Context: an optimization exercise on an open-source flow, tuned for small area and a short achievable clock period. The choices shown serve that exercise and are no tape-out recipe.
Only simulation tests tie the RTL to the original design; equivalence was not proved.
No activity file was given, so power comes from the tool's default toggle rates.

`flow/run.sh`:
```
#!/bin/bash
# Layout flow: the standard layout (standard synthesis unchanged), with the port buffers
# made from a small, fast buffer instead of the resizer's default delay cell. Every tool's
# output goes to a log file in this folder; ORFS keeps its per-step logs under orfs/logs/.
set -euo pipefail
bash standard.sh synth > synth.log 2>&1
bash standard.sh "BUFFER_PORTS_ARGS=-buffer_cell sky130_fd_sc_hd__buf_1" finish > layout.log 2>&1
```
`standard.sh`:
```
#!/bin/bash
# synth_recipe.tcl (not shown) runs the flow's synth.tcl, then flattens the netlist and writes it again
# the make line also repeats each setting of config.mk as NAME=value (left out here)
make -C /OpenROAD-flow-scripts/flow DESIGN_CONFIG=/design/flow/config.mk WORK_HOME=/design/flow/orfs CLKGATE_MAP_FILE= SYNTH_SCRIPT=/design/flow/synth_recipe.tcl "${@:-finish}"
```
`config.mk`:
```
export PLATFORM = sky130hd
export DESIGN_NAME = multi_channel_snooper
export DESIGN_NICKNAME = multi_channel_snooper
export VERILOG_FILES = /design/flow/design.v
export SDC_FILE = /design/flow/constraint.sdc
export NUM_CORES = 4
export LEC_CHECK = 0
export CAP_MARGIN = 20
export CORE_MARGIN = 2
export CORE_UTILIZATION = 40
export SLEW_MARGIN = 20
```
`constraint.sdc`:
```
create_clock -name core_clock -period 14.0 [get_ports {clk}]
set_input_delay 2.8000 -clock core_clock [delete_from_list [all_inputs] [get_ports {clk}]]
set_output_delay 2.8000 -clock core_clock [all_outputs]
set_load 0.01 [all_outputs]
```
`design.v`:
```
package snoop_pkg;
    typedef enum logic [1:0] {IDLE, MEASURE, REPORT} state_t;
    localparam int WORDS_PER_CH = 5;
endpackage
module snoop_channel
#(
    parameter int TKEEP_WIDTH = 64,
    parameter int CNT_WIDTH   = 20
) (
    input  logic                   clk,
    input  logic                   areset,
    input  logic                   clear,
    input  logic                   beat,
    input  logic                   last,
    input  logic [TKEEP_WIDTH-1:0] keep,
    output logic [CNT_WIDTH-1:0]   flits,
    output logic [CNT_WIDTH-1:0]   pkts,
    output logic [CNT_WIDTH-1:0]   byte_cnt,
    output logic [CNT_WIDTH-1:0]   min_size,
    output logic [CNT_WIDTH-1:0]   max_size,
    output logic                   has_pkt,
    output logic [CNT_WIDTH-1:0]   pkt_size,
    output logic                   pkt_size_valid
);
    localparam logic [CNT_WIDTH-1:0] ONES = '1;
    localparam int HW = CNT_WIDTH - 7;
    logic                 bd;        
    logic                 bl;        
    logic [6:0]          pr;        
    logic [6:0]          pr_d;
    logic [7:0]           acc_lo;
    logic [CNT_WIDTH-1:0] acc;
    logic [CNT_WIDTH-1:0] size_now;
    logic [7:0]           byte_lo;
    logic [HW-1:0]        acc_hi1;
    logic [HW-1:0]        byte_hi1;
    logic                 acc_sat;
    logic                 byte_sat;
    logic                 lt_min;
    logic                 gt_max;
    logic as1;
    logic ac2;
    logic as3;
    logic ac4;
    logic as5;
    logic ac6;
    logic as7;
    logic ac8;
    logic as9;
    logic ac10;
    logic as11;
    logic ac12;
    logic as13;
    logic ac14;
    logic as15;
    logic ac16;
    logic as17;
    logic ac18;
    logic as19;
    logic ac20;
    logic as21;
    logic ac22;
    logic as23;
    logic ac24;
    logic as25;
    logic ac26;
    logic as27;
    logic ac28;
    logic as29;
    logic ac30;
    logic as31;
    logic ac32;
    logic as33;
    logic ac34;
    logic as35;
    logic ac36;
    logic as37;
    logic ac38;
    logic as39;
    logic ac40;
    logic as41;
    logic ac42;
    logic as43;
    logic ac44;
    logic as45;
    logic ac46;
    logic as47;
    logic ac48;
    logic as49;
    logic ac50;
    logic as51;
    logic ac52;
    logic as53;
    logic ac54;
    logic as55;
    logic ac56;
    logic as57;
    logic ac58;
    logic as59;
    logic ac60;
    logic as61;
    logic ac62;
    logic as63;
    logic ac64;
    logic as65;
    logic ac66;
    logic as67;
    logic ac68;
    logic as69;
    logic ac70;
    logic as71;
    logic ac72;
    logic as73;
    logic ac74;
    logic as75;
    logic ac76;
    logic as77;
    logic ac78;
    logic as79;
    logic ac80;
    logic as81;
    logic ac82;
    logic as83;
    logic ac84;
    logic as85;
    logic ac86;
    logic as87;
    logic ac88;
    logic as89;
    logic ac90;
    logic as91;
    logic ac92;
    logic as93;
    logic ac94;
    logic as95;
    logic ac96;
    logic as97;
    logic ac98;
    logic as99;
    logic ac100;
    logic as101;
    logic ac102;
    logic as103;
    logic ac104;
    logic as105;
    logic ac106;
    logic as107;
    logic ac108;
    logic as109;
    logic ac110;
    logic as111;
    logic ac112;
    logic as113;
    logic ac114;
    logic bs115;
    logic bc116;
    logic bs117;
    logic bc118;
    logic bs119;
    logic bc120;
    logic bs121;
    logic bc122;
    logic bs123;
    logic bc124;
    logic bs125;
    logic bc126;
    logic bs127;
    logic bc128;
    logic brs129;
    logic brc130;
    logic brs131;
    logic brc132;
    logic brs133;
    logic brc134;
    logic brs135;
    logic brc136;
    logic brs137;
    logic brc138;
    logic brs139;
    logic brc140;
    logic brs141;
    logic brc142;
    logic ml143;
    logic ml144;
    logic ml145;
    logic ml146;
    logic ml147;
    logic ml148;
    logic ml149;
    logic ml150;
    logic ml151;
    logic ml152;
    logic ml153;
    logic ml154;
    logic ml155;
    logic ml156;
    logic ml157;
    logic ml158;
    logic ml159;
    logic ml160;
    logic ml161;
    logic ml162;
    logic nl163;
    logic nl164;
    logic nl165;
    logic nl166;
    logic nl167;
    logic nl168;
    logic nl169;
    logic nl170;
    logic nl171;
    logic nl172;
    logic nl173;
    logic nl174;
    logic nl175;
    logic nl176;
    logic nl177;
    logic nl178;
    logic nl179;
    logic nl180;
    logic nl181;
    logic nl182;
    assign as1 = ~(~keep[0] ^ keep[10] ^ keep[11]);
    assign ac2 = ~((~keep[0] & ~keep[10]) | (~keep[0] & ~keep[11]) | (~keep[10] & ~keep[11]));
    assign as3 = ~(~keep[12] ^ keep[13] ^ keep[14]);
    assign ac4 = ~((~keep[12] & ~keep[13]) | (~keep[12] & ~keep[14]) | (~keep[13] & ~keep[14]));
    assign as5 = ~(~keep[15] ^ keep[16] ^ keep[17]);
    assign ac6 = ~((~keep[15] & ~keep[16]) | (~keep[15] & ~keep[17]) | (~keep[16] & ~keep[17]));
    assign as7 = ~(~keep[18] ^ keep[19] ^ keep[1]);
    assign ac8 = ~((~keep[18] & ~keep[19]) | (~keep[18] & ~keep[1]) | (~keep[19] & ~keep[1]));
    assign as9 = ~(~keep[20] ^ keep[21] ^ keep[22]);
    assign ac10 = ~((~keep[20] & ~keep[21]) | (~keep[20] & ~keep[22]) | (~keep[21] & ~keep[22]));
    assign as11 = ~(~keep[23] ^ keep[24] ^ keep[25]);
    assign ac12 = ~((~keep[23] & ~keep[24]) | (~keep[23] & ~keep[25]) | (~keep[24] & ~keep[25]));
    assign as13 = ~(~keep[26] ^ keep[27] ^ keep[28]);
    assign ac14 = ~((~keep[26] & ~keep[27]) | (~keep[26] & ~keep[28]) | (~keep[27] & ~keep[28]));
    assign as15 = ~(~keep[29] ^ keep[2] ^ keep[30]);
    assign ac16 = ~((~keep[29] & ~keep[2]) | (~keep[29] & ~keep[30]) | (~keep[2] & ~keep[30]));
    assign as17 = ~(~keep[31] ^ keep[32] ^ keep[33]);
    assign ac18 = ~((~keep[31] & ~keep[32]) | (~keep[31] & ~keep[33]) | (~keep[32] & ~keep[33]));
    assign as19 = ~(~keep[34] ^ keep[35] ^ keep[36]);
    assign ac20 = ~((~keep[34] & ~keep[35]) | (~keep[34] & ~keep[36]) | (~keep[35] & ~keep[36]));
    assign as21 = ~(~keep[37] ^ keep[38] ^ keep[39]);
    assign ac22 = ~((~keep[37] & ~keep[38]) | (~keep[37] & ~keep[39]) | (~keep[38] & ~keep[39]));
    assign as23 = ~(~keep[3] ^ keep[40] ^ keep[41]);
    assign ac24 = ~((~keep[3] & ~keep[40]) | (~keep[3] & ~keep[41]) | (~keep[40] & ~keep[41]));
    assign as25 = ~(~keep[42] ^ keep[43] ^ keep[44]);
    assign ac26 = ~((~keep[42] & ~keep[43]) | (~keep[42] & ~keep[44]) | (~keep[43] & ~keep[44]));
    assign as27 = ~(~keep[45] ^ keep[46] ^ keep[47]);
    assign ac28 = ~((~keep[45] & ~keep[46]) | (~keep[45] & ~keep[47]) | (~keep[46] & ~keep[47]));
    assign as29 = ~(~keep[48] ^ keep[49] ^ keep[4]);
    assign ac30 = ~((~keep[48] & ~keep[49]) | (~keep[48] & ~keep[4]) | (~keep[49] & ~keep[4]));
    assign as31 = ~(~keep[50] ^ keep[51] ^ keep[52]);
    assign ac32 = ~((~keep[50] & ~keep[51]) | (~keep[50] & ~keep[52]) | (~keep[51] & ~keep[52]));
    assign as33 = ~(~keep[53] ^ keep[54] ^ keep[55]);
    assign ac34 = ~((~keep[53] & ~keep[54]) | (~keep[53] & ~keep[55]) | (~keep[54] & ~keep[55]));
    assign as35 = ~(~keep[56] ^ keep[57] ^ keep[58]);
    assign ac36 = ~((~keep[56] & ~keep[57]) | (~keep[56] & ~keep[58]) | (~keep[57] & ~keep[58]));
    assign as37 = ~(~keep[59] ^ keep[5] ^ keep[60]);
    assign ac38 = ~((~keep[59] & ~keep[5]) | (~keep[59] & ~keep[60]) | (~keep[5] & ~keep[60]));
    assign as39 = ~(~keep[61] ^ keep[62] ^ keep[63]);
    assign ac40 = ~((~keep[61] & ~keep[62]) | (~keep[61] & ~keep[63]) | (~keep[62] & ~keep[63]));
    assign as41 = ~(~keep[6] ^ keep[7] ^ keep[8]);
    assign ac42 = ~((~keep[6] & ~keep[7]) | (~keep[6] & ~keep[8]) | (~keep[7] & ~keep[8]));
    assign as43 = ~(~keep[9] ^ as1 ^ as11);
    assign ac44 = ~((~keep[9] & ~as1) | (~keep[9] & ~as11) | (~as1 & ~as11));
    assign as45 = ~(~as13 ^ as15 ^ as17);
    assign ac46 = ~((~as13 & ~as15) | (~as13 & ~as17) | (~as15 & ~as17));
    assign as47 = ~(~as19 ^ as21 ^ as23);
    assign ac48 = ~((~as19 & ~as21) | (~as19 & ~as23) | (~as21 & ~as23));
    assign as49 = ~(~as25 ^ as27 ^ as29);
    assign ac50 = ~((~as25 & ~as27) | (~as25 & ~as29) | (~as27 & ~as29));
    assign as51 = ~(~as3 ^ as31 ^ as33);
    assign ac52 = ~((~as3 & ~as31) | (~as3 & ~as33) | (~as31 & ~as33));
    assign as53 = ~(~as35 ^ as37 ^ as39);
    assign ac54 = ~((~as35 & ~as37) | (~as35 & ~as39) | (~as37 & ~as39));
    assign as55 = ~(~as41 ^ as5 ^ as7);
    assign ac56 = ~((~as41 & ~as5) | (~as41 & ~as7) | (~as5 & ~as7));
    assign as57 = ~(~as9 ^ as43 ^ as45);
    assign ac58 = ~((~as9 & ~as43) | (~as9 & ~as45) | (~as43 & ~as45));
    assign as59 = ~(~as47 ^ as49 ^ as51);
    assign ac60 = ~((~as47 & ~as49) | (~as47 & ~as51) | (~as49 & ~as51));
    assign as61 = ~(~as53 ^ as55 ^ as57);
    assign ac62 = ~((~as53 & ~as55) | (~as53 & ~as57) | (~as55 & ~as57));
    assign as63 = ~(~ac10 ^ ac12 ^ ac14);
    assign ac64 = ~((~ac10 & ~ac12) | (~ac10 & ~ac14) | (~ac12 & ~ac14));
    assign as65 = ~(~ac16 ^ ac18 ^ ac2);
    assign ac66 = ~((~ac16 & ~ac18) | (~ac16 & ~ac2) | (~ac18 & ~ac2));
    assign as67 = ~(~ac20 ^ ac22 ^ ac24);
    assign ac68 = ~((~ac20 & ~ac22) | (~ac20 & ~ac24) | (~ac22 & ~ac24));
    assign as69 = ~(~ac26 ^ ac28 ^ ac30);
    assign ac70 = ~((~ac26 & ~ac28) | (~ac26 & ~ac30) | (~ac28 & ~ac30));
    assign as71 = ~(~ac32 ^ ac34 ^ ac36);
    assign ac72 = ~((~ac32 & ~ac34) | (~ac32 & ~ac36) | (~ac34 & ~ac36));
    assign as73 = ~(~ac38 ^ ac4 ^ ac40);
    assign ac74 = ~((~ac38 & ~ac4) | (~ac38 & ~ac40) | (~ac4 & ~ac40));
    assign as75 = ~(~ac42 ^ ac6 ^ ac8);
    assign ac76 = ~((~ac42 & ~ac6) | (~ac42 & ~ac8) | (~ac6 & ~ac8));
    assign as77 = ~(~ac44 ^ ac46 ^ ac48);
    assign ac78 = ~((~ac44 & ~ac46) | (~ac44 & ~ac48) | (~ac46 & ~ac48));
    assign as79 = ~(~ac50 ^ ac52 ^ ac54);
    assign ac80 = ~((~ac50 & ~ac52) | (~ac50 & ~ac54) | (~ac52 & ~ac54));
    assign as81 = ~(~ac56 ^ as63 ^ as65);
    assign ac82 = ~((~ac56 & ~as63) | (~ac56 & ~as65) | (~as63 & ~as65));
    assign as83 = ~(~as67 ^ as69 ^ as71);
    assign ac84 = ~((~as67 & ~as69) | (~as67 & ~as71) | (~as69 & ~as71));
    assign as85 = ~(~as73 ^ as75 ^ ac58);
    assign ac86 = ~((~as73 & ~as75) | (~as73 & ~ac58) | (~as75 & ~ac58));
    assign as87 = ~(~ac60 ^ as77 ^ as79);
    assign ac88 = ~((~ac60 & ~as77) | (~ac60 & ~as79) | (~as77 & ~as79));
    assign as89 = ~(~as81 ^ as83 ^ ac62);
    assign ac90 = ~((~as81 & ~as83) | (~as81 & ~ac62) | (~as83 & ~ac62));
    assign as91 = ~(~as85 ^ as87 ^ as89);
    assign ac92 = ~((~as85 & ~as87) | (~as85 & ~as89) | (~as87 & ~as89));
    assign as93 = ~(~ac64 ^ ac66 ^ ac68);
    assign ac94 = ~((~ac64 & ~ac66) | (~ac64 & ~ac68) | (~ac66 & ~ac68));
    assign as95 = ~(~ac70 ^ ac72 ^ ac74);
    assign ac96 = ~((~ac70 & ~ac72) | (~ac70 & ~ac74) | (~ac72 & ~ac74));
    assign as97 = ~(~ac76 ^ ac78 ^ ac80);
    assign ac98 = ~((~ac76 & ~ac78) | (~ac76 & ~ac80) | (~ac78 & ~ac80));
    assign as99 = ~(~ac82 ^ ac84 ^ as93);
    assign ac100 = ~((~ac82 & ~ac84) | (~ac82 & ~as93) | (~ac84 & ~as93));
    assign as101 = ~(~as95 ^ ac86 ^ ac88);
    assign ac102 = ~((~as95 & ~ac86) | (~as95 & ~ac88) | (~ac86 & ~ac88));
    assign as103 = ~(~as97 ^ as99 ^ ac90);
    assign ac104 = ~((~as97 & ~as99) | (~as97 & ~ac90) | (~as99 & ~ac90));
    assign as105 = ~(~as101 ^ ac92 ^ as103);
    assign ac106 = ~((~as101 & ~ac92) | (~as101 & ~as103) | (~ac92 & ~as103));
    assign as107 = ~(~ac94 ^ ac96 ^ ac100);
    assign ac108 = ~((~ac94 & ~ac96) | (~ac94 & ~ac100) | (~ac96 & ~ac100));
    assign as109 = ~(~ac98 ^ ac102 ^ as107);
    assign ac110 = ~((~ac98 & ~ac102) | (~ac98 & ~as107) | (~ac102 & ~as107));
    assign as111 = ~(~ac104 ^ as109 ^ ac106);
    assign ac112 = ~((~ac104 & ~as109) | (~ac104 & ~ac106) | (~as109 & ~ac106));
    assign as113 = ~(~ac108 ^ ac110 ^ ac112);
    assign ac114 = ~((~ac108 & ~ac110) | (~ac108 & ~ac112) | (~ac110 & ~ac112));
    assign acc_lo = {1'b0, acc[6:0]} + {1'b0, 1'b0, pr[6], pr[5], pr[4], pr[3], pr[2], pr[0]} + {1'b0, 1'b0, 1'b0, 1'b0, 1'b0, 1'b0, 1'b0, pr[1]};
    assign bs115 = ~(~byte_cnt[0] ^ pr[0] ^ pr[1]);
    assign bc116 = ~((~byte_cnt[0] & ~pr[0]) | (~byte_cnt[0] & ~pr[1]) | (~pr[0] & ~pr[1]));
    assign bs117 = ~(~byte_cnt[1] ^ pr[2] ^ bc116);
    assign bc118 = ~((~byte_cnt[1] & ~pr[2]) | (~byte_cnt[1] & ~bc116) | (~pr[2] & ~bc116));
    assign bs119 = ~(~byte_cnt[2] ^ pr[3] ^ bc118);
    assign bc120 = ~((~byte_cnt[2] & ~pr[3]) | (~byte_cnt[2] & ~bc118) | (~pr[3] & ~bc118));
    assign bs121 = ~(~byte_cnt[3] ^ pr[4] ^ bc120);
    assign bc122 = ~((~byte_cnt[3] & ~pr[4]) | (~byte_cnt[3] & ~bc120) | (~pr[4] & ~bc120));
    assign bs123 = ~(~byte_cnt[4] ^ pr[5] ^ bc122);
    assign bc124 = ~((~byte_cnt[4] & ~pr[5]) | (~byte_cnt[4] & ~bc122) | (~pr[5] & ~bc122));
    assign bs125 = ~(~byte_cnt[5] ^ pr[6] ^ bc124);
    assign bc126 = ~((~byte_cnt[5] & ~pr[6]) | (~byte_cnt[5] & ~bc124) | (~pr[6] & ~bc124));
    assign bs127 = bs115 ^ 1'b0;
    assign bc128 = bs115 & 1'b0;
    assign byte_lo[0] = bs127;
    assign brs129 = ~(~bs117 ^ 1'b0 ^ bc128);
    assign brc130 = ~((~bs117 & ~1'b0) | (~bs117 & ~bc128) | (~1'b0 & ~bc128));
    assign byte_lo[1] = brs129;
    assign brs131 = ~(~bs119 ^ 1'b0 ^ brc130);
    assign brc132 = ~((~bs119 & ~1'b0) | (~bs119 & ~brc130) | (~1'b0 & ~brc130));
    assign byte_lo[2] = brs131;
    assign brs133 = ~(~bs121 ^ 1'b0 ^ brc132);
    assign brc134 = ~((~bs121 & ~1'b0) | (~bs121 & ~brc132) | (~1'b0 & ~brc132));
    assign byte_lo[3] = brs133;
    assign brs135 = ~(~bs123 ^ 1'b0 ^ brc134);
    assign brc136 = ~((~bs123 & ~1'b0) | (~bs123 & ~brc134) | (~1'b0 & ~brc134));
    assign byte_lo[4] = brs135;
    assign brs137 = ~(~bs125 ^ 1'b0 ^ brc136);
    assign brc138 = ~((~bs125 & ~1'b0) | (~bs125 & ~brc136) | (~1'b0 & ~brc136));
    assign byte_lo[5] = brs137;
    assign brs139 = ~(~byte_cnt[6] ^ bc126 ^ brc138);
    assign brc140 = ~((~byte_cnt[6] & ~bc126) | (~byte_cnt[6] & ~brc138) | (~bc126 & ~brc138));
    assign byte_lo[6] = brs139;
    assign brs141 = ~(~1'b0 ^ 1'b0 ^ brc140);
    assign brc142 = ~((~1'b0 & ~1'b0) | (~1'b0 & ~brc140) | (~1'b0 & ~brc140));
    assign byte_lo[7] = brs141;
    assign ml143 = (size_now[0] == min_size[0]) ? 1'b0 : min_size[0];
    assign ml144 = (size_now[1] == min_size[1]) ? ml143 : min_size[1];
    assign ml145 = (size_now[2] == min_size[2]) ? ml144 : min_size[2];
    assign ml146 = (size_now[3] == min_size[3]) ? ml145 : min_size[3];
    assign ml147 = (size_now[4] == min_size[4]) ? ml146 : min_size[4];
    assign ml148 = (size_now[5] == min_size[5]) ? ml147 : min_size[5];
    assign ml149 = (size_now[6] == min_size[6]) ? ml148 : min_size[6];
    assign ml150 = (size_now[7] == min_size[7]) ? ml149 : min_size[7];
    assign ml151 = (size_now[8] == min_size[8]) ? ml150 : min_size[8];
    assign ml152 = (size_now[9] == min_size[9]) ? ml151 : min_size[9];
    assign ml153 = (size_now[10] == min_size[10]) ? ml152 : min_size[10];
    assign ml154 = (size_now[11] == min_size[11]) ? ml153 : min_size[11];
    assign ml155 = (size_now[12] == min_size[12]) ? ml154 : min_size[12];
    assign ml156 = (size_now[13] == min_size[13]) ? ml155 : min_size[13];
    assign ml157 = (size_now[14] == min_size[14]) ? ml156 : min_size[14];
    assign ml158 = (size_now[15] == min_size[15]) ? ml157 : min_size[15];
    assign ml159 = (size_now[16] == min_size[16]) ? ml158 : min_size[16];
    assign ml160 = (size_now[17] == min_size[17]) ? ml159 : min_size[17];
    assign ml161 = (size_now[18] == min_size[18]) ? ml160 : min_size[18];
    assign ml162 = (size_now[19] == min_size[19]) ? ml161 : min_size[19];
    assign nl163 = (max_size[0] == size_now[0]) ? 1'b0 : size_now[0];
    assign nl164 = (max_size[1] == size_now[1]) ? nl163 : size_now[1];
    assign nl165 = (max_size[2] == size_now[2]) ? nl164 : size_now[2];
    assign nl166 = (max_size[3] == size_now[3]) ? nl165 : size_now[3];
    assign nl167 = (max_size[4] == size_now[4]) ? nl166 : size_now[4];
    assign nl168 = (max_size[5] == size_now[5]) ? nl167 : size_now[5];
    assign nl169 = (max_size[6] == size_now[6]) ? nl168 : size_now[6];
    assign nl170 = (max_size[7] == size_now[7]) ? nl169 : size_now[7];
    assign nl171 = (max_size[8] == size_now[8]) ? nl170 : size_now[8];
    assign nl172 = (max_size[9] == size_now[9]) ? nl171 : size_now[9];
    assign nl173 = (max_size[10] == size_now[10]) ? nl172 : size_now[10];
    assign nl174 = (max_size[11] == size_now[11]) ? nl173 : size_now[11];
    assign nl175 = (max_size[12] == size_now[12]) ? nl174 : size_now[12];
    assign nl176 = (max_size[13] == size_now[13]) ? nl175 : size_now[13];
    assign nl177 = (max_size[14] == size_now[14]) ? nl176 : size_now[14];
    assign nl178 = (max_size[15] == size_now[15]) ? nl177 : size_now[15];
    assign nl179 = (max_size[16] == size_now[16]) ? nl178 : size_now[16];
    assign nl180 = (max_size[17] == size_now[17]) ? nl179 : size_now[17];
    assign nl181 = (max_size[18] == size_now[18]) ? nl180 : size_now[18];
    assign nl182 = (max_size[19] == size_now[19]) ? nl181 : size_now[19];
    assign lt_min = ml162;
    assign gt_max = nl182;
    assign pr_d = {7{beat}} & {ac114, as113, as111, as105, as91, as61, as59};
    always_ff @(posedge clk or posedge areset) begin
        if (areset) begin
            bd <= 1'b0;
            bl <= 1'b0;
        end else begin
            bd <= beat;
            bl <= beat & last;
        end
    end
    always_ff @(posedge clk) pr <= pr_d;
    assign acc_hi1  = acc[CNT_WIDTH-1:7] + 1'b1;
    assign acc_sat  = acc_lo[7] & (&acc[CNT_WIDTH-1:7]);
    assign size_now = acc_sat ? ONES :
                      {(acc_lo[7] ? acc_hi1 : acc[CNT_WIDTH-1:7]), acc_lo[6:0]};
    assign byte_hi1 = byte_cnt[CNT_WIDTH-1:7] + 1'b1;
    assign byte_sat = byte_lo[7] & (&byte_cnt[CNT_WIDTH-1:7]);
    always_ff @(posedge clk) begin
        if (clear) begin
            flits    <= '0;
            pkts     <= '0;
            byte_cnt <= '0;
            acc      <= '0;
            has_pkt  <= 1'b0;
        end else begin
            if (bd && flits != ONES) flits <= flits + 1'b1;
            if (bl && pkts != ONES)  pkts  <= pkts + 1'b1;
            byte_cnt <= byte_sat ? ONES :
                        {(byte_lo[7] ? byte_hi1 : byte_cnt[CNT_WIDTH-1:7]), byte_lo[6:0]};
            acc      <= bl ? '0 : size_now;
            if (bl) has_pkt <= 1'b1;
        end
    end
    always_ff @(posedge clk) begin
        if (bl && (!has_pkt || lt_min)) min_size <= size_now;
        if (bl && (!has_pkt || gt_max)) max_size <= size_now;
    end
    assign pkt_size       = size_now;
    assign pkt_size_valid = bl;
endmodule
module multi_channel_snooper
#(
    parameter int NUM_CH      = 4,
    parameter int TDATA_WIDTH = 512,
    parameter int TKEEP_WIDTH = TDATA_WIDTH / 8,
    parameter int CNT_WIDTH   = 20
) (
    input  logic                          clk,
    input  logic                          areset,
    input  logic [NUM_CH*TKEEP_WIDTH-1:0] mon_TKEEP,
    input  logic [NUM_CH-1:0]             mon_TVALID,
    input  logic [NUM_CH-1:0]             mon_TREADY,
    input  logic [NUM_CH-1:0]             mon_TLAST,
    input  logic [NUM_CH-1:0]             ch_enable,
    input  logic                          measure,
    output logic [63:0]                   report_TDATA,
    output logic [7:0]                    report_TKEEP,
    output logic                          report_TVALID,
    input  logic                          report_TREADY,
    output logic                          report_TLAST,
    output logic                          busy,
    output logic [NUM_CH*CNT_WIDTH-1:0]   pkt_size,
    output logic [NUM_CH-1:0]             pkt_size_valid,
    output logic                          measure_sync_out
);
    localparam int NUM_WORDS = 1 + snoop_pkg::WORDS_PER_CH * NUM_CH;
    localparam int IDX_W     = $clog2(NUM_WORDS);
    localparam logic [CNT_WIDTH-1:0] ONES = '1;
    snoop_pkg::state_t    state;
    logic                 clear;
    logic                 in_measure;
    logic [NUM_CH-1:0]    beat;
    logic [CNT_WIDTH-1:0] cycle_cnt;
    logic [IDX_W-1:0]     idx;
    logic                 at_last;
    logic [CNT_WIDTH-1:0] word;
    logic [CNT_WIDTH-1:0] tdata_r;
    logic [CNT_WIDTH-1:0] flits    [NUM_CH];
    logic [CNT_WIDTH-1:0] pkts     [NUM_CH];
    logic [CNT_WIDTH-1:0] byte_cnt [NUM_CH];
    logic [CNT_WIDTH-1:0] min_size [NUM_CH];
    logic [CNT_WIDTH-1:0] max_size [NUM_CH];
    logic [NUM_CH-1:0]    has_pkt;
    assign in_measure = (state == snoop_pkg::MEASURE);
    assign clear      = (state == snoop_pkg::IDLE) && measure;
    assign busy       = (state != snoop_pkg::IDLE);
    assign beat       = {NUM_CH{in_measure}} & mon_TVALID & mon_TREADY & ch_enable;
    assign at_last    = (idx == IDX_W'(NUM_WORDS - 1));
    always_ff @(posedge clk or posedge areset) begin
        if (areset) begin
            state         <= snoop_pkg::IDLE;
            report_TVALID <= 1'b0;
        end else begin
            case (state)
                snoop_pkg::IDLE:    if (measure) state <= snoop_pkg::MEASURE;
                snoop_pkg::MEASURE: if (!measure) state <= snoop_pkg::REPORT;
                snoop_pkg::REPORT: begin
                    if (!report_TVALID) report_TVALID <= 1'b1;
                    else if (report_TREADY && at_last) begin
                        report_TVALID <= 1'b0;
                        state         <= snoop_pkg::IDLE;
                    end
                end
                default: state <= snoop_pkg::IDLE;
            endcase
        end
    end
    logic [IDX_W-1:0] nidx;
    logic             load;
    assign nidx = report_TVALID ? idx + 1'b1 : '0;
    assign load = (state == snoop_pkg::REPORT) && (!report_TVALID || report_TREADY);
    always_ff @(posedge clk) begin
        if (load) begin
            idx      <= nidx;
            tdata_r  <= word;
        end
    end
    always_ff @(posedge clk) begin
        if (clear) cycle_cnt <= '0;
        else if (in_measure && cycle_cnt != ONES) cycle_cnt <= cycle_cnt + 1'b1;
    end
    always_ff @(posedge clk or posedge areset) begin
        if (areset) measure_sync_out <= 1'b0;
        else        measure_sync_out <= measure;
    end
    for (genvar c = 0; c < NUM_CH; c++) begin : g_ch
        snoop_channel #(
            .TKEEP_WIDTH(TKEEP_WIDTH),
            .CNT_WIDTH  (CNT_WIDTH)
        ) u_ch (
            .clk           (clk),
            .areset        (areset),
            .clear         (clear),
            .beat          (beat[c]),
            .last          (mon_TLAST[c]),
            .keep          (mon_TKEEP[c*TKEEP_WIDTH +: TKEEP_WIDTH]),
            .flits         (flits[c]),
            .pkts          (pkts[c]),
            .byte_cnt      (byte_cnt[c]),
            .min_size      (min_size[c]),
            .max_size      (max_size[c]),
            .has_pkt       (has_pkt[c]),
            .pkt_size      (pkt_size[c*CNT_WIDTH +: CNT_WIDTH]),
            .pkt_size_valid(pkt_size_valid[c])
        );
    end
    logic [CNT_WIDTH-1:0] words [NUM_WORDS];
    logic [NUM_WORDS-1:0] sel;
    always_comb begin
        words[0] = cycle_cnt;
        for (int k = 0; k < NUM_WORDS; k++) sel[k] = (nidx == IDX_W'(k));
        for (int c = 0; c < NUM_CH; c++) begin
            words[1 + c*5] = flits[c];
            words[2 + c*5] = pkts[c];
            words[3 + c*5] = byte_cnt[c];
            words[4 + c*5] = min_size[c];
            words[5 + c*5] = max_size[c];
            sel[4 + c*5]   = sel[4 + c*5] & has_pkt[c];
            sel[5 + c*5]   = sel[5 + c*5] & has_pkt[c];
        end
        word = '0;
        for (int k = 0; k < NUM_WORDS; k++)
            word = word | (words[k] & {CNT_WIDTH{sel[k]}});
    end
    assign report_TDATA = 64'(tdata_r);
    assign report_TKEEP = {8{report_TVALID}};
    assign report_TLAST = report_TVALID & at_last;
endmodule
```
==> results of run 1 <==
## layout make-up
| cell class | instances | share of cell area |
|---|---|---|
| sequential | 569 | 0.350 |
| tap | 1070 | 0.0352 |
| clock buffer | 91 | 0.0492 |
| timing repair buffer | 430 | 0.0466 |
| clock inverter | 33 | 0.00957 |
| inverter | 251 | 0.0248 |
| multi-input combinational | 2405 | 0.485 |
## report_power, final
part	switching [mW]	internal, mW	total, mW
clock	0.717	1.09	1.80
combinational	1.13	0.701	1.83
sequential	0.130	1.84	1.97
total	1.97	3.63	5.61
## layer usage
layer / vias to the layer above / share of wire
li1: 12500 / -
met1: 13300 / 0.41
met2: 1274 / 0.45
met3: 260 / 0.092
met4: 2 / 0.053
met5: - / 0.000062
## worst min-delay path, delay by kind of cell (launching register included)
kind / cells / cell delay [ns]
flops: 1 / 0.34
simple gates: 1 / 0.06
compound gates: 1 / 0.05
## registers in the layout, indices dropped and copies added (netlist names)
| name | count |
|---|---|
| cycle_cnt | 20 |
| g_ch.u_ch.has_pkt | 4 |
| measure_sync_out | 1 |
| g_ch.u_ch.bd | 4 |
| g_ch.u_ch.byte_cnt | 80 |
| g_ch.u_ch.flits | 80 |
| g_ch.u_ch.acc | 80 |
| report_TVALID | 1 |
| g_ch.u_ch.min_size | 80 |
| g_ch.u_ch.bl | 4 |
| g_ch.u_ch.pkts | 80 |
| g_ch.u_ch.max_size | 80 |
| tdata_r | 20 |
| state | 2 |
| g_ch.u_ch.pr | 28 |
| idx | 5 |
## worst max path at each step
stage / end / slack (ns) / cells past startpoint
floorplan: g_ch[3].u_ch.pr[5] / 7.16 / 13
CTS: pkt_size[58] / 7.39 / 10
global placement: g_ch[2].u_ch.pr[5] / 6.95 / 14
finish: pkt_size[58] / 7.42 / 10
detailed placement: g_ch[3].u_ch.pr[5] / 6.89 / 14
global route: pkt_size[58] / 7.21 / 10
## per-stage QoR
stage	area, sq um	worst slack (ns)
CTS	38100	7.39
floorplan	33500	7.16
detailed placement	35800	6.89
global route	38100	7.21
global placement	35800	6.95
finish	38100	7.42
## cell families (layout without fill, tap and decap cells)
logic type / Yosys count / after routing / synth area share
AND/OR/NAND/NOR: 1134 / 1134 / 0.163
adder cells (fa/ha/maj): 321 / 321 / 0.178
XOR/XNOR: 211 / 211 / 0.0554
buffers and inverters: 416 / 805 / 0.0538
other: 1 / 44 / 0.000113
AO/OA/AOI/OAI: 664 / 664 / 0.141
multiplexers: 31 / 31 / 0.00950
flip-flops: 569 / 569 / 0.399
## cells in the final DEF (no fill, tap or decap), types with 44 or more instances in the layout
cell type,instances
buf_1,391
inv_1,251
and3_1,49
a221oi_1,50
a22o_1,53
edfxtp_1,185
fa_1,260
nor2_1,388
xnor2_1,79
a21oi_1,175
clkbuf_16,71
nand3_1,114
nand2_1,252
nor3_1,47
xor2_1,132
a22oi_1,68
conb_1,44
dfxtp_1,372
o21ai_0,75
nand4_1,82
==> impl_metrics.ini, run 1 <==
[clock_network]
clock_latency_ns = 0.63
cts_setup_buffers = 0
root_buffer = clkbuf_16
clk_pin_slew_ns = 0.06
clock_sinks = 569
cts_resized = 0
clock_path_buffers = 3
cts_buffers = 69
htree_levels = 3
ctsHoldBuffers = 0
cts_tree = done

[global_route]
grtUsageMet2 = 0.399
grt_usage = 0.259
grt_use_met3 = 0.0597
antenna_found_initial = 4
grt_overflow_total = 0
grt_pass1_wl_um = 166000
grtUsageMet1 = 0.345
first_global_vias = 26200
grt_max_degree = 181
grt-busiest-layer = met2

[finish]
area_delta_synth_final_pct = 14.2
finalNetCount = 4305
num_antenna_cells = 0
stdcell_count = 4849
fill_cells = 7923
final_util = 0.463
multi_input_area_sq_um = 18500
layout-drive-gt1-share = 0.0540
seq_area_sq_um = 13300

[yosys]
synth_top_area_frac = 0.223
seq_area_frac_synth = 0.399
synth_cell_type_count = 98
yosysTopAreaCell = dfxtp_1
ys.flop_type = dfxtp_1
async_flop_share = 0.0211
synth_commonest_cells = 388 x nor2_1, 372 x dfxtp_1, 260 x fa_1
synth_area_sq_um = 33300
synth-edff-count = 185
syn_avg_cell_area_sq_um = 9.96
synth-seq-cells = 569
yosys_warnings = 9
yosysMostFrequentCell = nor2_1
synth.area.top_cells = dfxtp_1 22%, edfxtp_1 17%, fa_1 16%, nor2_1 4.4%, xor2_1 3.5%
postSynthCellCount = 3347

[floorplanning]
die_area_sq_um = 85600
die_height_um = 293
core_area_sq_um = 82200
rows = 105
io_pins = 436
initial_core_util = 0.405
die_w_um = 293

[timing]
fin_tns_setup_ns = 0
fin_hold_ws_ns = 0.507
layout_worst_path_cycle_share = 0.470
fin_crit_ns = 6.58
clock.fmax_mhz = 152
fin_worst_skew_ns = 0.0464
hold_viol = 0
rsz0062_at_grt = false
drv_slew = 0
setup_violations = 0
slew-limit-headroom = 0.223
tightest_slew_ns = 1.16

[pwr]
irDropWorstVdd_mv = 0.101
power-per-cell-area_nw_per_um2 = 147
fin_total_pwr_mw = 5.61
p_leak_nw = 14.6

[setup_path]
cpPeakStageDelay_ns = 0.58
reg2reg_depth = 15
crit_buf_inv = 3
cp_data_arrival_time_ns = 3.78
endpoint_kind = primary output
required_ns = 11.20
path_class = reg -> out
cp-start-kind = flop
worst_path_most_repeated_cell = inv_1
crit_chain = inv_1, fa_1, nor2b_1, o211ai_2, a21o_1, nor4_1, xor2_1, nor2_1, inv_1, buf_1
rr_endpoint = g_ch[2].u_ch.byte_cnt[14]
cp_top_family = simple AND/OR/NAND/NOR gates
reg2reg_from = g_ch[2].u_ch.byte_cnt[0]
crit_start = g_ch[2].u_ch.pr[0]
r2r_setup_slack_ns = 9.06
cpMaxStageDelayCell = nor2_1
critPathMaxFanout = 9

[route]
routedWlPerCell_um = 23.2
initialDrtViolationCount = 2756
num_vias = 27400
vias_per_cell = 5.65
wirelength_um = 113000
ant_nets = 0
drc_errors = 0
drtPass1Iterations = 7

[hold_path]
holdCritStartpoint = g_ch[1].u_ch.flits[1]
hold_path_depth = 2
worstHoldPathType = reg -> reg
hold_path_end = g_ch[1].u_ch.flits[1]

[placement]
portBuffers = 391
placed_cells = 4725
dpl.hpwl_um = 88500
place.gp.congestion = 1.02

[run]
cap_violations = 0

[run_status]
status = no timing/DRC/antenna violations
==> run 2: changes to the inputs <==
==> flow/run.sh (replaced) <==
#!/bin/bash
# Layout flow: the standard layout (standard synthesis unchanged), with the port buffers
# made from a small buffer instead of the resizer's default delay cell, and timing repair
# aiming for a setup slack of 8 ns at the design's clock. Every tool's output goes to a log
# file in this folder; ORFS keeps its per-step logs under orfs/logs/.
set -euo pipefail
bash standard.sh synth > synth.log 2>&1
bash standard.sh "BUFFER_PORTS_ARGS=-buffer_cell sky130_fd_sc_hd__buf_1" SETUP_SLACK_MARGIN=8 finish > layout.log 2>&1
==> impl_metrics.ini, run 2 <==
[global_route]
grt_pass1_wl_um = 168000
grt_max_degree = 181
grt_overflow_total = 0
first_global_vias = 26500
antenna_found_initial = 6
grt_usage = 0.262

[yosys]
synth_commonest_cells = 388 x nor2_1, 372 x dfxtp_1, 260 x fa_1
yosys.area_share.simple = 0.163
synthMuxAreaShare = 0.00950
synth_compound_area_frac = 0.141
synth-edff-count = 185
synth-seq-cells = 569
seq_area_frac_synth = 0.399
synth_area_sq_um = 33300
synth_top_area_frac = 0.223
synth.area.top_cells = dfxtp_1 22%, edfxtp_1 17%, fa_1 16%, nor2_1 4.4%, xor2_1 3.5%
yosysTopAreaCell = dfxtp_1
syn_avg_cell_area_sq_um = 9.96
yosysMostFrequentCell = nor2_1
yosys.area_share.adder = 0.178
async_flop_share = 0.0211
ys.flop_type = dfxtp_1
synth_cell_type_count = 98
yosys_warnings = 9
synth_top_family_by_area = adder cells
synth_xor_area_frac = 0.0554
postSynthCellCount = 3347

[clock_network]
clock_path_buffers = 3
cts_tree = done
htree_levels = 3
clock_sinks = 569
root_buffer = clkbuf_16
clock_latency_ns = 0.64
cts_buffers = 67
ctsHoldBuffers = 0
clk_pin_slew_ns = 0.06

[setup_path]
required_ns = 14.48
path_class = in -> reg
cp_data_arrival_time_ns = 6.83
cp-start-kind = primary input
endpoint_kind = flop
critPathMaxFanout = 1
crit_start = mon_TKEEP[155]
reg2reg_from = g_ch[2].u_ch.byte_cnt[0]

[floorplanning]
die_height_um = 293
core_area_sq_um = 82200
rows = 105
initial_core_util = 0.405
io_pins = 436
die_w_um = 293
die_area_sq_um = 85600

[timing]
fin_tns_setup_ns = 0
fin_crit_ns = 6.36
fin_worst_skew_ns = 0.0403
drv_slew = 0
hold_viol = 0
rsz0062_at_grt = true
clock.fmax_mhz = 157
slew-limit-headroom = 0.319
layout_worst_path_cycle_share = 0.454
setup_slack_ns = 7.64
setup_violations = 0
tightest_slew_ns = 1.02

[route]
wirelength_um = 114000
num_vias = 27700
ant_nets = 0
vias_per_cell = 5.67
drtPass1Iterations = 9
drc_errors = 0
initialDrtViolationCount = 3333
routedWlPerCell_um = 23.3

[placement]
dpl.hpwl_um = 88200
dp_slack_ns = 7.04
portBuffers = 391
place.gp.congestion = 1.02

[finish]
area_delta_synth_final_pct = 17.1
mostFrequentLayoutCell = buf_1
finalNetCount = 4339
final_cell_mix = 383 x buf_1, 380 x nor2_1, 367 x dfxtp_1
layout-drive-gt1-share = 0.0967

[pwr]
power-per-cell-area_nw_per_um2 = 147
p_leak_nw = 14.9
irDropWorstVdd_mv = 0.104
fin_total_pwr_mw = 5.73

[hold_path]
holdCritStartpoint = g_ch[3].u_ch.flits[5]
worstHoldPathType = reg -> reg

[run_status]
status = no timing/DRC/antenna violations

[run]
cap_violations = 0
## run 2: worst max-delay path: stages
cell    delay [ns]
buf_6         0.09
fa_1          0.50
fa_1          0.58
fa_1          0.42
inv_1         0.08
fa_2          0.19
inv_2         0.04
fa_2          0.52
inv_2         0.04
fa_2          0.33
fa_2          0.34
fa_2          0.35
fa_2          0.52
nor2_1        0.04
## run 2: metal layers
metal	routed length, um	vias to the layer above	share of wire	track usage
met1	47500	13600	0.42	0.358
met4	5980	4	0.052	0.124
met2	50900	1294	0.45	0.403
met5	31	-	0.00027	0
li1	-	12600	-	-
met3	9590	251	0.084	0.0467
## run 2: final timing paths
path                       slack, ns                         to  cells past startpoint
max in group asynchronous      11.08            g_ch[3].u_ch.bd                      2
min reg2reg                     0.51      g_ch[3].u_ch.flits[5]                      2
min in group asynchronous       2.33              report_TVALID                      2
min                             0.51      g_ch[3].u_ch.flits[5]                      2
max                             7.64         g_ch[2].u_ch.pr[5]                     14
max reg2reg                     8.99  g_ch[2].u_ch.byte_cnt[17]                     15
## run 2: final cells by class
cell class	count	area [sq um]
fillers	7838	43200
multi-input cells	2405	19100
flip-flops and latches	569	13300
repair buffers	466	2130
clock buffers	92	1890
well taps	1070	1340
inverters	251	942
clock inverters	31	369
diodes	1	2.50
## run 2: per-stage QoR
| step | cell area (sq um) | std cells | hold slack [ns] | utilization |
|---|---|---|---|---|
| final | 39000 | 4885 | 0.506 | 0.475 |
| after global routing | 39000 | 4884 | 0.535 | 0.475 |
| after CTS | 38500 | 4858 | 0.504 | 0.468 |
| after detailed placement | 35800 | 4721 | 0.496 | 0.436 |
| after global placement | 35800 | 4720 | 0.481 | 0.436 |
| after floorplan | 33500 | 3390 | 0.457 | - |
## run 2: power breakdown
part / internal (mW) / switching [mW] / leakage [nW] / total (mW)
logic: 0.762 / 1.16 / 8.93 / 1.93
registers: 1.84 / 0.137 / 4.88 / 1.98
clock network: 1.08 / 0.737 / 1.12 / 1.82
total: 3.69 / 2.04 / 14.9 / 5.73
## run 2: kinds of logic (layout without fill, tap and decap cells)
group | count (synthesis) | after routing
AOI/OAI and AO/OA | 664 | 664
xor gates and xnor gates | 211 | 211
adders and majority gates | 321 | 321
buffers and inverters | 416 | 840
DFF | 569 | 569
muxes | 31 | 31
other | 1 | 45
and+or+nand+nor | 1134 | 1134
## run 2: what timing repair did
action	in CTS	in global routing
setup buffers	14	24
pin swaps	15	28
gates resized for setup	72	75
cloned	0	0
setup endpoints to repair	58	70
==> run 3: changes to the inputs <==
==> flow/run.sh (replaced) <==
#!/bin/bash
# Layout flow: the standard layout (standard synthesis unchanged), with the port buffers
# made from a small buffer instead of the resizer's default delay cell, and timing repair
# aiming for a setup slack of 9 ns at the design's clock. Every tool's output goes to a log
# file in this folder; ORFS keeps its per-step logs under orfs/logs/.
set -euo pipefail
bash standard.sh synth > synth.log 2>&1
bash standard.sh "BUFFER_PORTS_ARGS=-buffer_cell sky130_fd_sc_hd__buf_1" SETUP_SLACK_MARGIN=9 finish > layout.log 2>&1
==> impl_metrics.ini, run 3 <==
[route]
num_vias = 29400
drtPass1Iterations = 9
routedWlPerCell_um = 23.9
vias_per_cell = 5.72
initialDrtViolationCount = 3421
drc_errors = 0
wirelength_um = 123000
ant_nets = 0

[global_route]
grt_pass1_wl_um = 178000
first_global_vias = 28300
grt_max_degree = 81
grt_overflow_total = 0
grt_usage = 0.276
antenna_found_initial = 7

[yosys]
async_flop_share = 0.0211
seq_area_frac_synth = 0.399
yosys_warnings = 9
synth_area_sq_um = 33300
ys.flop_type = dfxtp_1
synth_commonest_cells = 388 x nor2_1, 372 x dfxtp_1, 260 x fa_1
synth_top_area_frac = 0.223
postSynthCellCount = 3347
synth_cell_type_count = 98
syn_avg_cell_area_sq_um = 9.96
synth-seq-cells = 569
yosysTopAreaCell = dfxtp_1
synth-edff-count = 185
yosysMostFrequentCell = nor2_1
synth.area.top_cells = dfxtp_1 22%, edfxtp_1 17%, fa_1 16%, nor2_1 4.4%, xor2_1 3.5%

[finish]
finalNetCount = 4593
layout-drive-gt1-share = 0.219
stdcell_count = 5141
final_area_sq_um = 42800
final_cell_mix = 370 x nor2_1, 339 x dfxtp_1, 308 x buf_1
mostFrequentLayoutCell = nor2_1
area_delta_synth_final_pct = 28.5

[clock_network]
cts_tree = done
root_buffer = clkbuf_16
clk_pin_slew_ns = 0.06
cts_buffers = 68
htree_levels = 3
clock_path_buffers = 3
clock_sinks = 569
clock_latency_ns = 0.63

[timing]
fin_crit_ns = 6.32
fin_worst_skew_ns = 0.0381
setup_violations = 0
drv_slew = 0
rsz0062_at_grt = true
fin_tns_setup_ns = 0
slew-limit-headroom = 0.337
layout_worst_path_cycle_share = 0.451
clock.fmax_mhz = 158
tightest_slew_ns = 0.994
hold_viol = 0

[floorplanning]
rows = 105
initial_core_util = 0.405
io_pins = 436
die_height_um = 293
die_w_um = 293
die_area_sq_um = 85600
core_area_sq_um = 82200

[setup_path]
required_ns = 14.48
cp_data_arrival_time_ns = 6.80
cpMaxStageDelayCell = fa_1
crit_start = mon_TKEEP[23]
cpPeakStageDelay_ns = 0.57
critPathMaxFanout = 1
rr_endpoint = g_ch[2].u_ch.min_size[17]
r2r_setup_slack_ns = 8.58
reg2reg_depth = 31
reg2reg_from = g_ch[2].u_ch.pr[1]
crit_chain = buf_6, fa_1, fa_1, fa_1, inv_2, fa_2, inv_2, fa_2, inv_2, fa_2, fa_2, fa_2, fa_1, nor2_1
worst_path_most_repeated_cell = fa_2
endpoint_kind = flop
path_class = in -> reg
cp-start-kind = primary input

[hold_path]
holdCritStartpoint = g_ch[3].u_ch.pkts[4]
hold_path_end = g_ch[3].u_ch.pkts[4]
worstHoldPathType = reg -> reg
hold_path_depth = 2

[placement]
placed_cells = 4723
dpl.hpwl_um = 89100
place.gp.congestion = 1.02
portBuffers = 391
place_area_sq_um = 36000

[pwr]
swShare = 0.359
power-per-cell-area_nw_per_um2 = 140
irDropWorstVdd_mv = 0.103
power.internal_mw = 3.84
p_seq_frac = 0.332
p_leak_nw = 16.7
pwr-share-clk = 0.301
p_sw_mw = 2.15
comb_power_share = 0.367

[run_status]
status = no timing/DRC/antenna violations

[run]
cap_violations = 0
-- run 3: routing by layer --
layer / vias up / GRT usage / share of wire
li1: 13100 / - / -
met1: 14500 / 0.363 / 0.39
met2: 1463 / 0.425 / 0.45
met3: 353 / 0.0650 / 0.095
met4: 6 / 0.143 / 0.061
met5: - / 0 / 0.00026
-- run 3: repair_timing --
item,CTS,global route
pin swaps,104,86
buffers inserted,178,103
gates resized for setup,442,212
gates cloned,4,4
setup endpoints to repair,115,203
hold endpoints to repair,0,0
hold buffers,0,0
-- run 3: worst max-delay path: cells and delay by family --
family | cells | cell delay (ns)
adder cells (fa/ha/maj) | 9 | 3.72
buffers and inverters | 4 | 0.24
AND/OR/NAND/NOR | 1 | 0.05
-- run 3: logic make-up after synthesis --
group,count (synthesis),share of synthesized area
AND/OR/NAND/NOR,1134,0.163
AO/OA/AOI/OAI,664,0.141
flip-flops,569,0.399
buffers and inverters,416,0.0538
adder cells (fa/ha/maj),321,0.178
XOR/XNOR,211,0.0554
multiplexers,31,0.00950
other,1,0.000113
-- run 3: layout make-up --
class	instances	area, sq um
antenna	1	2.50
fill	7431	39400
timing repair buffer	714	4700
tap	1070	1340
sequential	569	13400
inverter	251	965
clock buffer	98	1970
multi-input combinational	2410	20200
clock inverter	28	269
-- run 3: power groups by stage --
stage	sequential (mW)	combinational [mW]	clock [mW]
6_report	1.99	2.20	1.80
3_3_place_gp	2.01	1.86	0
5_1_grt	2.00	2.51	1.88
2_1_floorplan	1.95	1.37	0
3_5_place_dp	2.01	1.91	0
4_1_cts	1.98	2.09	1.82
-- run 3: worst max path at each step --
stage	endpoint	slack [ns]
2_1_floorplan	g_ch[0].u_ch.pr[5]	7.30
3_3_place_gp	g_ch[1].u_ch.pr[5]	7.08
3_5_place_dp	g_ch[1].u_ch.pr[5]	7.05
4_1_cts	g_ch[1].u_ch.pr[5]	7.71
5_1_grt	g_ch[2].u_ch.pr[5]	7.57
6_report	g_ch[0].u_ch.pr[5]	7.68
-- run 3: stage by stage --
step	hold slack (ns)	worst slack (ns)	total power, mW	utilization
final	0.499	7.68	5.99	0.521
after global routing	0.533	7.57	6.39	0.521
after CTS	0.498	7.71	5.89	0.501
after detailed placement	0.486	7.05	3.91	0.437
after global placement	0.483	7.08	3.87	0.437
after floorplan	0.457	7.30	3.32	-
==> run 4: changes to the inputs <==
==> run.sh (new file) <==
#!/bin/bash
# synth_recipe.tcl (not shown) runs the flow's synth.tcl, then flattens the netlist and writes it again
# the make line also repeats each setting of config.mk as NAME=value (left out here)
make -C /OpenROAD-flow-scripts/flow DESIGN_CONFIG=/design/flow/config.mk WORK_HOME=/design/flow/orfs CLKGATE_MAP_FILE= SYNTH_SCRIPT=/design/flow/synth_recipe.tcl finish
removed: flow/run.sh
removed: standard.sh
==> impl_metrics.ini, run 4 <==
[yosys]
synth_commonest_cells = 388 x nor2_1, 372 x dfxtp_1, 260 x fa_1
synth-seq-cells = 569
synth_cell_type_count = 98
seq_area_frac_synth = 0.399
yosysTopAreaCell = dfxtp_1
yosys_warnings = 9
synth_area_sq_um = 33300
async_flop_share = 0.0211
synth-edff-count = 185
postSynthCellCount = 3347
synth.area.top_cells = dfxtp_1 22%, edfxtp_1 17%, fa_1 16%, nor2_1 4.4%, xor2_1 3.5%
syn_avg_cell_area_sq_um = 9.96
synth_top_area_frac = 0.223
yosysMostFrequentCell = nor2_1
ys.flop_type = dfxtp_1

[placement]
placed_cells = 4719
place.gp.congestion = 0.993
portBuffers = 391
dpl.hpwl_um = 90000
place_area_sq_um = 38200

[floorplanning]
die_height_um = 293
die_area_sq_um = 85600
io_pins = 436
core_area_sq_um = 82200
die_w_um = 293
rows = 105
initial_core_util = 0.405

[setup_path]
path_class = reg -> out
critPathMaxFanout = 9
endpoint_kind = primary output
r2r_setup_slack_ns = 9.02
rr_endpoint = g_ch[2].u_ch.byte_cnt[15]
reg2reg_from = g_ch[2].u_ch.byte_cnt[0]
cp-endpoint = pkt_size[57]
cp-start-kind = flop
reg2reg_depth = 15
cp_data_arrival_time_ns = 4.30
crit_start = g_ch[2].u_ch.pr[0]
required_ns = 11.20

[route]
drtPass1Iterations = 9
drc_errors = 0
vias_per_cell = 5.63
wirelength_um = 114000
initialDrtViolationCount = 2941
num_vias = 27200
routedWlPerCell_um = 23.6
ant_nets = 0

[finish]
stdcell_count = 4837
seq_area_sq_um = 13300
final_cell_mix = 391 x clkdlybuf4s50_1, 388 x nor2_1, 372 x dfxtp_1
fill_cells = 7691
final_util = 0.490
final_area_sq_um = 40300
multi_input_area_sq_um = 18500
area_delta_synth_final_pct = 20.9
layout-drive-gt1-share = 0.0539
finalNetCount = 4292
mostFrequentLayoutCell = clkdlybuf4s50_1

[pwr]
p_leak_nw = 15.5
irDropWorstVdd_mv = 0.106
pwr-share-clk = 0.299
swShare = 0.349
p_seq_frac = 0.353
power.internal_mw = 3.64
comb_power_share = 0.348
p_sw_mw = 1.96
power-per-cell-area_nw_per_um2 = 139

[timing]
drv_slew = 0
fin_worst_skew_ns = 0.0320
hold_viol = 0
setup_violations = 0
rsz0062_at_grt = false
fin_crit_ns = 7.10
fin_tns_setup_ns = 0
tightest_slew_ns = 1.08
fin_hold_ws_ns = 0.501
layout_worst_path_cycle_share = 0.507
clock.fmax_mhz = 141
slew-limit-headroom = 0.278

[clock_network]
clock_latency_ns = 0.65
clock_path_buffers = 3
ctsHoldBuffers = 0
cts_setup_buffers = 0
cts_resized = 0
root_buffer = clkbuf_16
cts_tree = done
clk_pin_slew_ns = 0.06
clock_sinks = 569
htree_levels = 2
cts_buffers = 61

[global_route]
grt_overflow_total = 0
grt_usage = 0.263
first_global_vias = 26400
grt_max_degree = 159
grt_pass1_wl_um = 169000
antenna_found_initial = 7

[hold_path]
worstHoldPathType = reg -> reg

[run]
cap_violations = 0

[run_status]
status = no timing/DRC/antenna violations
[run 4: changes by cell type in the layout (fill, tap and decap cells not counted), moves of 24 or more]
cell	before	now
clkdlybuf4s50_1	0	391
buf_1	308	0
buf_4	254	32
buf_6	123	0
inv_1	176	251
inv_2	66	0
dfxtp_1	339	372
fa_1	233	260
fa_2	27	0
dfxtp_2	26	0
nand2_1	228	252
[run 4: how the worst min path moves through the flow]
stage / startpoint / end / slack [ns] / cells past startpoint
floorplan: g_ch[0].u_ch.byte_cnt[19] / g_ch[0].u_ch.byte_cnt[19] / 0.46 / 2
global placement: g_ch[3].u_ch.flits[5] / g_ch[3].u_ch.flits[5] / 0.48 / 2
detailed placement: g_ch[3].u_ch.pkts[4] / g_ch[3].u_ch.pkts[4] / 0.49 / 2
CTS: g_ch[3].u_ch.pkts[4] / g_ch[3].u_ch.pkts[4] / 0.50 / 2
global route: cycle_cnt[7] / cycle_cnt[7] / 0.53 / 2
finish: g_ch[3].u_ch.pkts[4] / g_ch[3].u_ch.pkts[4] / 0.50 / 2
[run 4: power groups by stage]
| stage | registers, mW | clock network [mW] | logic, mW |
|---|---|---|---|
| final | 1.98 | 1.67 | 1.95 |
| after global routing | 1.99 | 1.76 | 2.25 |
| after CTS | 1.98 | 1.70 | 1.99 |
| after detailed placement | 2.01 | 0 | 1.98 |
| after global placement | 2.01 | 0 | 1.94 |
| after floorplan | 1.95 | 0 | 1.33 |
[run 4: kinds of logic after synthesis]
group,after synthesis,synth area share
xor+xnor,211,0.0554
other cells,1,0.000113
buf+inv,416,0.0538
mux,31,0.00950
flops,569,0.399
fa+ha+maj,321,0.178
simple gates,1134,0.163
compound gates,664,0.141
[run 4: worst max-delay path: stages (launching register included)]
cell and delay (ns):
dfxtp_1 0.40, inv_1 0.08, fa_1 0.43, nor2b_1 0.21, o211ai_2 0.23, a21o_1 0.34
nor3_1 0.48, and3_1 0.24, nand3_1 0.07, o21ai_0 0.34, inv_1 0.26, clkdlybuf4s50_1 0.55
[run 4: layout make-up]
| class | instances | area share |
|---|---|---|
| Multi-Input combinational cell | 2405 | 0.458 |
| Antenna cell | 1 | 0.0000621 |
| Timing Repair Buffer | 425 | 0.104 |
| Clock buffer | 85 | 0.0437 |
| Inverter | 251 | 0.0234 |
| Sequential cell | 569 | 0.330 |
| Tap cell | 1070 | 0.0332 |
| Clock inverter | 31 | 0.00711 |
[run 4: per-layer routing]
metal / GRT usage / wire length, um
met5: 0 / 46
met4: 0.111 / 5200
met3: 0.0583 / 10400
met2: 0.412 / 51900
met1: 0.351 / 46800
[run 4: per-stage QoR]
stage / total power [mW] / setup slack, ns
floorplan: 3.28 / 7.16
global placement: 3.95 / 6.59
detailed placement: 3.99 / 6.55
CTS: 5.66 / 6.92
global route: 5.99 / 6.71
finish: 5.60 / 6.90
==> run 5: changes to the inputs <==
==> flow/run.sh (new file) <==
#!/bin/bash
# Layout flow: the standard layout (standard synthesis unchanged), with the port buffers
# made from a small buffer instead of the resizer's default delay cell, timing repair aiming
# for a setup slack of 8 ns at the design's clock, and a leaner clock tree. Every tool's
# output goes to a log file in this folder; ORFS keeps its per-step logs under orfs/logs/.
set -euo pipefail
bash standard.sh synth > synth.log 2>&1
bash standard.sh "BUFFER_PORTS_ARGS=-buffer_cell sky130_fd_sc_hd__buf_1" SETUP_SLACK_MARGIN=8 \
    "CTS_ARGS=-sink_clustering_enable -repair_clock_nets -dont_use_dummy_load" finish > layout.log 2>&1
==> standard.sh (new file) <==
#!/bin/bash
# synth_recipe.tcl (not shown) runs the flow's synth.tcl, then flattens the netlist and writes it again
# the make line also repeats each setting of config.mk as NAME=value (left out here)
make -C /OpenROAD-flow-scripts/flow DESIGN_CONFIG=/design/flow/config.mk WORK_HOME=/design/flow/orfs CLKGATE_MAP_FILE= SYNTH_SCRIPT=/design/flow/synth_recipe.tcl "${@:-finish}"
removed: run.sh
==> impl_metrics.ini, run 5 <==
[route]
wirelength_um = 114000
drtPass1Iterations = 6
routedWlPerCell_um = 23.5
vias_per_cell = 5.69
ant_nets = 0
num_vias = 27500
drc_errors = 0
initialDrtViolationCount = 3270

[yosys]
synth.area.top_cells = dfxtp_1 22%, edfxtp_1 17%, fa_1 16%, nor2_1 4.4%, xor2_1 3.5%
synth_area_sq_um = 33300
yosys_warnings = 9
postSynthCellCount = 3347
yosysMostFrequentCell = nor2_1
synth_commonest_cells = 388 x nor2_1, 372 x dfxtp_1, 260 x fa_1
yosysTopAreaCell = dfxtp_1
synth-seq-cells = 569
ys.flop_type = dfxtp_1
syn_avg_cell_area_sq_um = 9.96
synth_top_area_frac = 0.223
synth_cell_type_count = 98
seq_area_frac_synth = 0.399
async_flop_share = 0.0211
synth-edff-count = 185

[setup_path]
reg2reg_from = g_ch[2].u_ch.byte_cnt[0]
r2r_setup_slack_ns = 9.01
critPathMaxFanout = 1
cpPeakStageDelay_ns = 0.58
reg2reg_depth = 15
crit_chain = buf_6, fa_1, fa_1, fa_1, inv_1, fa_2, inv_2, fa_2, inv_2, fa_2, fa_2, fa_2, fa_2, nor2_1
crit_start = mon_TKEEP[155]
cp_data_arrival_time_ns = 6.83
worst_path_most_repeated_cell = fa_2
path_class = in -> reg
cpMaxStageDelayCell = fa_1
cp-start-kind = primary input
endpoint_kind = flop
required_ns = 14.45
rr_endpoint = g_ch[2].u_ch.byte_cnt[17]

[clock_network]
cts_tree = done
htree_levels = 3
clock_latency_ns = 0.63
clk_pin_slew_ns = 0.06
cts_buffers = 67
root_buffer = clkbuf_16
ctsHoldBuffers = 0
clock_path_buffers = 3
clock_sinks = 569

[floorplanning]
die_w_um = 293
die_area_sq_um = 85600
die_height_um = 293
core_area_sq_um = 82200
io_pins = 436
initial_core_util = 0.405
rows = 105

[global_route]
grt_overflow_total = 0
antenna_found_initial = 6
grt_usage = 0.261
grt_max_degree = 181
grt_pass1_wl_um = 168000
first_global_vias = 26400

[placement]
portBuffers = 391
dpl.hpwl_um = 88200
place.gp.congestion = 1.02

[pwr]
fin_total_pwr_mw = 5.40
power-per-cell-area_nw_per_um2 = 140
p_leak_nw = 14.6
irDropWorstVdd_mv = 0.104

[finish]
layout-drive-gt1-share = 0.0881
final_util = 0.467
area_delta_synth_final_pct = 15.3
finalNetCount = 4340
mostFrequentLayoutCell = buf_1
final_cell_mix = 384 x buf_1, 380 x nor2_1, 367 x dfxtp_1

[timing]
rsz0062_at_grt = true
clock.fmax_mhz = 157
tightest_slew_ns = 1.04
hold_viol = 0
drv_slew = 0
fin_crit_ns = 6.39
slew-limit-headroom = 0.306
setup_violations = 0
fin_tns_setup_ns = 0
layout_worst_path_cycle_share = 0.456
fin_hold_ws_ns = 0.504
fin_worst_skew_ns = 0.0614

[run_status]
status = no timing/DRC/antenna violations

[hold_path]
hold_path_end = g_ch[1].u_ch.flits[18]
hold_path_depth = 2
worstHoldPathType = reg -> reg
holdCritStartpoint = g_ch[1].u_ch.flits[18]

[run]
cap_violations = 0
[run 5: changes by cell type in the layout (fill, tap and decap cells not counted), moves of 12 or more]
cell / previous run / this run
fa_1: 260 / 235
inv_2: 0 / 12
inv_1: 251 / 239
mux2i_1: 28 / 14
buf_4: 32 / 70
mux2i_2: 1 / 13
buf_1: 0 / 384
clkdlybuf4s50_1: 391 / 0
fa_2: 0 / 25
clkinv_2: 16 / 0
clkbuf_1: 14 / 0
[run 5: through the flow]
| stage | std cells | instance area, sq um | setup slack (ns) |
|---|---|---|---|
| after floorplan | 3390 | 33500 | 7.30 |
| after global placement | 4720 | 35800 | 7.07 |
| after detailed placement | 4721 | 35800 | 7.04 |
| after CTS | 4803 | 37900 | 7.66 |
| after global routing | 4829 | 38400 | 7.52 |
| final | 4830 | 38400 | 7.61 |
[run 5: where the power goes]
part / leakage (nW) / switching, mW / internal (mW)
clock: 0.826 / 0.652 / 0.838
combinational: 8.94 / 1.16 / 0.760
sequential: 4.88 / 0.136 / 1.84
[run 5: what timing repair did]
| item | in CTS | in global routing |
|---|---|---|
| endpoints found under the setup margin | 59 | 74 |
| gates resized for setup | 68 | 73 |
| setup buffers | 15 | 24 |
| pin swaps | 16 | 27 |
[run 5: how the worst max path moves through the flow]
| stage | endpoint | slack, ns | depth (start not counted) |
|---|---|---|---|
| 2_1_floorplan | g_ch[0].u_ch.pr[5] | 7.30 | 13 |
| 3_3_place_gp | g_ch[3].u_ch.pr[5] | 7.07 | 14 |
| 3_5_place_dp | g_ch[0].u_ch.pr[5] | 7.04 | 14 |
| 4_1_cts | g_ch[0].u_ch.pr[5] | 7.66 | 14 |
| 5_1_grt | g_ch[0].u_ch.pr[5] | 7.52 | 14 |
| 6_report | g_ch[2].u_ch.pr[5] | 7.61 | 14 |
[run 5: area by class of cell]
cell class | instances | area (sq um)
well taps | 1070 | 1340
multi-input cells | 2405 | 19000
clock buffers | 67 | 1680
diodes | 1 | 2.50
flip-flops and latches | 569 | 13300
inverters | 251 | 942
repair buffers | 467 | 2140
fillers | 7894 | 43800
[run 5: critical path, delay by kind of cell]
kind                     cells  cell delay, ns
buffers and inverters        4            0.25
adder cells (fa/ha/maj)      9            3.75
AND/OR/NAND/NOR              1            0.04
[run 5: cell families (layout without fill, tap and decap cells)]
group / count (synthesis) / count (layout) / share of synthesized area
AO/OA/AOI/OAI: 664 / 664 / 0.141
adder cells (fa/ha/maj): 321 / 321 / 0.178
XOR/XNOR: 211 / 211 / 0.0554
other: 1 / 45 / 0.000113
flip-flops: 569 / 569 / 0.399
AND/OR/NAND/NOR: 1134 / 1134 / 0.163
multiplexers: 31 / 31 / 0.00950
buffers and inverters: 416 / 785 / 0.0538
[run 5: routing by layer]
layer	part of all wire	vias up	GRT usage
met4	0.054	4	0.129
met1	0.41	13400	0.355
li1	-	12500	-
met2	0.45	1247	0.399
met3	0.087	262	0.0510
met5	0.00024	-	0

==> afterwards: timing with drivers on the ports <==
The flow's constraints put no driver on any port. The routed layouts listed below were extracted and timed again, unchanged, in two steps. Step 1, drivers: a clkbuf_16 drives clk and a buf_2 each remaining input, both assumed. Step 2 moves the port delays by t, midway between the first and last clock arrival at a register: inputs arrive t later, outputs are due t later. That takes back most of the time a late clock gives input paths. Slacks: ideal ports / drivers / drivers and shift; pairs: ideal ports / drivers.
run	t (ns)	setup slack, ns	worst register clock-pin slew, ns	pins driven straight from the clock port
run 1	0.672	7.415 / 7.347 / 6.909	0.07 / 0.07	1
run 2	0.689	7.644 / 7.676 / 6.987	0.07 / 0.07	1
run 3	0.681	7.681 / 7.710 / 7.029	0.06 / 0.06	1
run 4	0.706	6.904 / 6.836 / 6.569	0.07 / 0.07	1
run 5	0.670	7.615 / 7.648 / 6.978	0.06 / 0.06	1
After both steps setup and hold are still met in every run listed. For run 2, which loses most, drivers alone change the setup slack by +0.032 ns; drivers and shift together by -0.657 ns.
